What follows belongs to an exercise in optimizing a design on an open flow for small area; a production flow would make more cautious choices.
Only simulation tests tie the RTL to the original design; equivalence was not proved.
Power and IR drop assume default switching activity.

== run 1 ==
## dualPortMem
module dualPortMem (
  input  logic                          WEb,
  input  logic                          rstN,
  input  logic                          pselA,
  input  logic                          penableA,
  input  logic                          pwriteA,
  input  logic [dpMemPkg::addrBits-1:0] paddrA,
  input  logic [dpMemPkg::dataBits-1:0] pwdataA,
  output logic [dpMemPkg::dataBits-1:0] prdataA,
  output logic                          preadyA,
  output logic                          pslverrA,
  input  logic                          pselB,
  input  logic                          penableB,
  input  logic                          pwriteB,
  input  logic [dpMemPkg::addrBits-1:0] paddrB,
  input  logic [dpMemPkg::dataBits-1:0] pwdataB,
  output logic [dpMemPkg::dataBits-1:0] prdataB,
  output logic                          preadyB,
  output logic                          pslverrB,
  output logic [dpMemPkg::cntBits-1:0]  collisionCount
);
For scale: about 820 cells after synthesis, ~12,000 sq um of cells after synthesis.
export LEC_CHECK = 0
export CAP_MARGIN = 20
export CORE_MARGIN = 2
export CORE_UTILIZATION = 40
export GPL_TIMING_DRIVEN = 0
export PLACE_DENSITY = 0.75
export SETUP_SLACK_MARGIN = 0.2
export SLEW_MARGIN = 20
create_clock -name core_clock -period 5.0 [get_ports {WEb}]
standard.sh (not shown) runs the stock make flow with config.mk's settings and CLKGATE_MAP_FILE= SYNTH_SCRIPT=/design/flow/synth_recipe.tcl, a recipe that flattens the netlist after the stock synthesis.
==> flow/flow/run.sh <==
#!/bin/bash
# Own layout flow: the standard ORFS flow (standard.sh) with
#  - synthesis: the standard flow's synthesis script, with abc's combinational mapping script set to an
#    area-oriented one (flow/area.abc); flip-flops are mapped by dfflibmap before abc, unchanged
#  - port buffers: every input and output still gets a buffer, of the smallest size
#  - clock tree: larger sink clusters and no dummy loads
# The make output goes to flow_make.log here; each ORFS step keeps its own log in orfs/logs/.
set -euo pipefail
cd "$(dirname "$0")/.."
FLOWDIR=$PWD/flow
export OWN_ABC=$FLOWDIR/area.abc
bash standard.sh \
  "SYNTH_SCRIPT=$FLOWDIR/synth.tcl" \
  "BUFFER_PORTS_ARGS=-buffer_cell sky130_fd_sc_hd__buf_1" \
  "CTS_ARGS=-sink_clustering_enable -repair_clock_nets -dont_use_dummy_load -sink_clustering_size 30 -sink_clustering_max_diameter 100" \
  finish > flow_make.log 2>&1
==> flow/flow/area.abc <==
strash
dc2
dch -f
amap
topo
stime -c
buffer -c
upsize -c
dnsize -c
==> flow/flow/synth.tcl <==
# The standard synthesis script, with only the combinational mapping script of abc swapped
# for an area-oriented one; the flip-flops are mapped before abc runs and are left as they are
set ::own_abc_script $::env(OWN_ABC)
proc abc {args} {
  set i [lsearch -exact $args -script]
  if { $i >= 0 } {
    lset args [expr { $i + 1 }] $::own_abc_script
  }
  yosys abc {*}$args
}
proc synth {args} { yosys synth -nofsm -noshare {*}$args }
source $::env(SCRIPTS_DIR)/synth.tcl
# left out here: clear keep_hierarchy, flatten, clean up, hide names made inside functions, write 1_2_yosys.v
Modified inputs, run 2 compared to run 1
Settings: swapping 0.75 for 0.9 in PLACE_DENSITY.
==> flow/flow/area.abc <==
strash
dc2
dch -f
amap
topo
--- outcome ---
For run 1 and run 2, there was not a single run that failed to finish clean. Run 2: combined global-route utilization of all metal layers 2.4 points above run 1. Run 1 → run 2: horizontal die dimension dropped about 2%, internal power dropped about 0.3%, design area dropped 1.3%. Compared with run 1, run 2 shows a compound-cell area share of the yosys netlist that is 0.18 points lower. Summary of run 2 over run 1: number of instances in the synthesized netlist saw a decrease; clock period minus final worst setup slack saw an increase. [run 2 vs run 1] combinational share of power: lower in run 2. Lower critical path's largest stage delay goes to run 2 over run 1. In run 2 relative to run 1, routed wire length had gone up by a little under 10%.
[inputs] run 3 vs run 2
Settings: PLACE_DENSITY: 0.9 -> unset.
diff --git a/flow/flow/run.sh b/flow/flow/run.sh
--- a/flow/flow/run.sh
+++ b/flow/flow/run.sh
@@ -13,4 +13,4 @@
   "SYNTH_SCRIPT=$FLOWDIR/synth.tcl" \
   "BUFFER_PORTS_ARGS=-buffer_cell sky130_fd_sc_hd__buf_1" \
-  "CTS_ARGS=-sink_clustering_enable -repair_clock_nets -dont_use_dummy_load -sink_clustering_size 30 -sink_clustering_max_diameter 100" \
+  "CTS_ARGS=-sink_clustering_enable -repair_clock_nets -dont_use_dummy_load -sink_clustering_size 24 -sink_clustering_max_diameter 100" \
   finish > flow_make.log 2>&1
==> flow/flow/area.abc <==
strash
dc2
dch -f
amap
topo
stime -c
buffer -c
upsize -c
dnsize -c
Findings:
- Compared with run 2, run 3 shows a higher number of nets in the finished design.
- Run 2 has a higher total vias in the final route than run 3.
- Run 3 ended up with a lower total wire length than run 2 did.
The following lists how run 4 was set up differently from run 3:
Settings: PLACE_DENSITY now 0.65, previously not set.
diff --git a/flow/flow/run.sh b/flow/flow/run.sh
--- a/flow/flow/run.sh
+++ b/flow/flow/run.sh
@@ -13,4 +13,4 @@
   "SYNTH_SCRIPT=$FLOWDIR/synth.tcl" \
   "BUFFER_PORTS_ARGS=-buffer_cell sky130_fd_sc_hd__buf_1" \
-  "CTS_ARGS=-sink_clustering_enable -repair_clock_nets -dont_use_dummy_load -sink_clustering_size 24 -sink_clustering_max_diameter 100" \
+  "CTS_ARGS=-sink_clustering_enable -repair_clock_nets -dont_use_dummy_load -sink_clustering_size 30 -sink_clustering_max_diameter 100" \
   finish > flow_make.log 2>&1
--- outcome ---
Summary of run 4 over run 3: final hold slack went down by 4.0 ps, count of plain and timing-repair buffers went down by 1.2%. Run 4 improves on run 3 in reported clock group power. Summary of run 4 over run 3: worst reg-to-reg path cell count shows a reduction of 2; net count reported at finish went down; routed wire length went down by about 0.8%; wire length of the first global-routing pass lower. Re final critical delay including setup and external delays: run 4 is 44 ps up on run 3. Compared with run 3, in run 4 design area lost 0.65%; fraction of power consumed by the clock network has decreased.
diff inputs: run 4 => run 5
Settings: PLACE_DENSITY removed (was 0.65).
diff --git a/flow/flow/run.sh b/flow/flow/run.sh
--- a/flow/flow/run.sh
+++ b/flow/flow/run.sh
@@ -13,4 +13,4 @@
   "SYNTH_SCRIPT=$FLOWDIR/synth.tcl" \
   "BUFFER_PORTS_ARGS=-buffer_cell sky130_fd_sc_hd__buf_1" \
-  "CTS_ARGS=-sink_clustering_enable -repair_clock_nets -dont_use_dummy_load -sink_clustering_size 30 -sink_clustering_max_diameter 100" \
+  "CTS_ARGS=-sink_clustering_enable -repair_clock_nets -dont_use_dummy_load -sink_clustering_size 14 -sink_clustering_max_diameter 60 -buf_list sky130_fd_sc_hd__clkbuf_8" \
   finish > flow_make.log 2>&1
Notes after the runs:
- Number of fill cells was lower in run 5 than in run 4.
- Against run 4, run 5 comes in 3.7 points higher on worst-case headroom to the max-slew limit.
- Between run 5 and run 4, layout overhead on the synthesized area is higher for run 5, run 4 comes in under that.

separate check: timing with driven ports:
In the flow no input, the clock included, has a driving cell. The finished layouts below were timed again as built, in two steps. Step 1 sets driving cells, clkbuf_16 on the clock port and buf_2 on the other inputs (assumed; they add their load-dependent delay and slew). Step 2, shift: input delay + t, output delay - t, t = (earliest + latest rising clock arrival at the registers) / 2. This alone moves slack from input paths to output paths. Slacks: ideal ports / drivers / drivers and shift; pairs: ideal ports / drivers.
| run | shift t [ns] | setup WS [ns] | worst setup path at the end | latest minus earliest clock arrival (ns) | worst register clock-pin slew, ns |
|---|---|---|---|---|---|
| run 1 | 0.530 | 0.343 / 0.296 / 0.454 | input to register | 0.040 / 0.039 | 0.12 / 0.12 |
| run 2 | 0.526 | 0.280 / 0.229 / 0.026 | input to register | 0.052 / 0.053 | 0.11 / 0.11 |
| run 3 | 0.522 | 0.390 / 0.340 / 0.601 | input to register | 0.055 / 0.055 | 0.10 / 0.10 |
| run 4 | 0.536 | 0.346 / 0.299 / 0.525 | input to register | 0.041 / 0.041 | 0.11 / 0.11 |
| run 5 | 0.607 | 0.339 / 0.290 / 0.568 | input to register | 0.050 / 0.050 | 0.09 / 0.09 |
After both steps setup and hold are still met in every run listed. For run 2, which loses most, drivers alone change the setup slack by -0.051 ns; drivers and shift together by -0.254 ns.
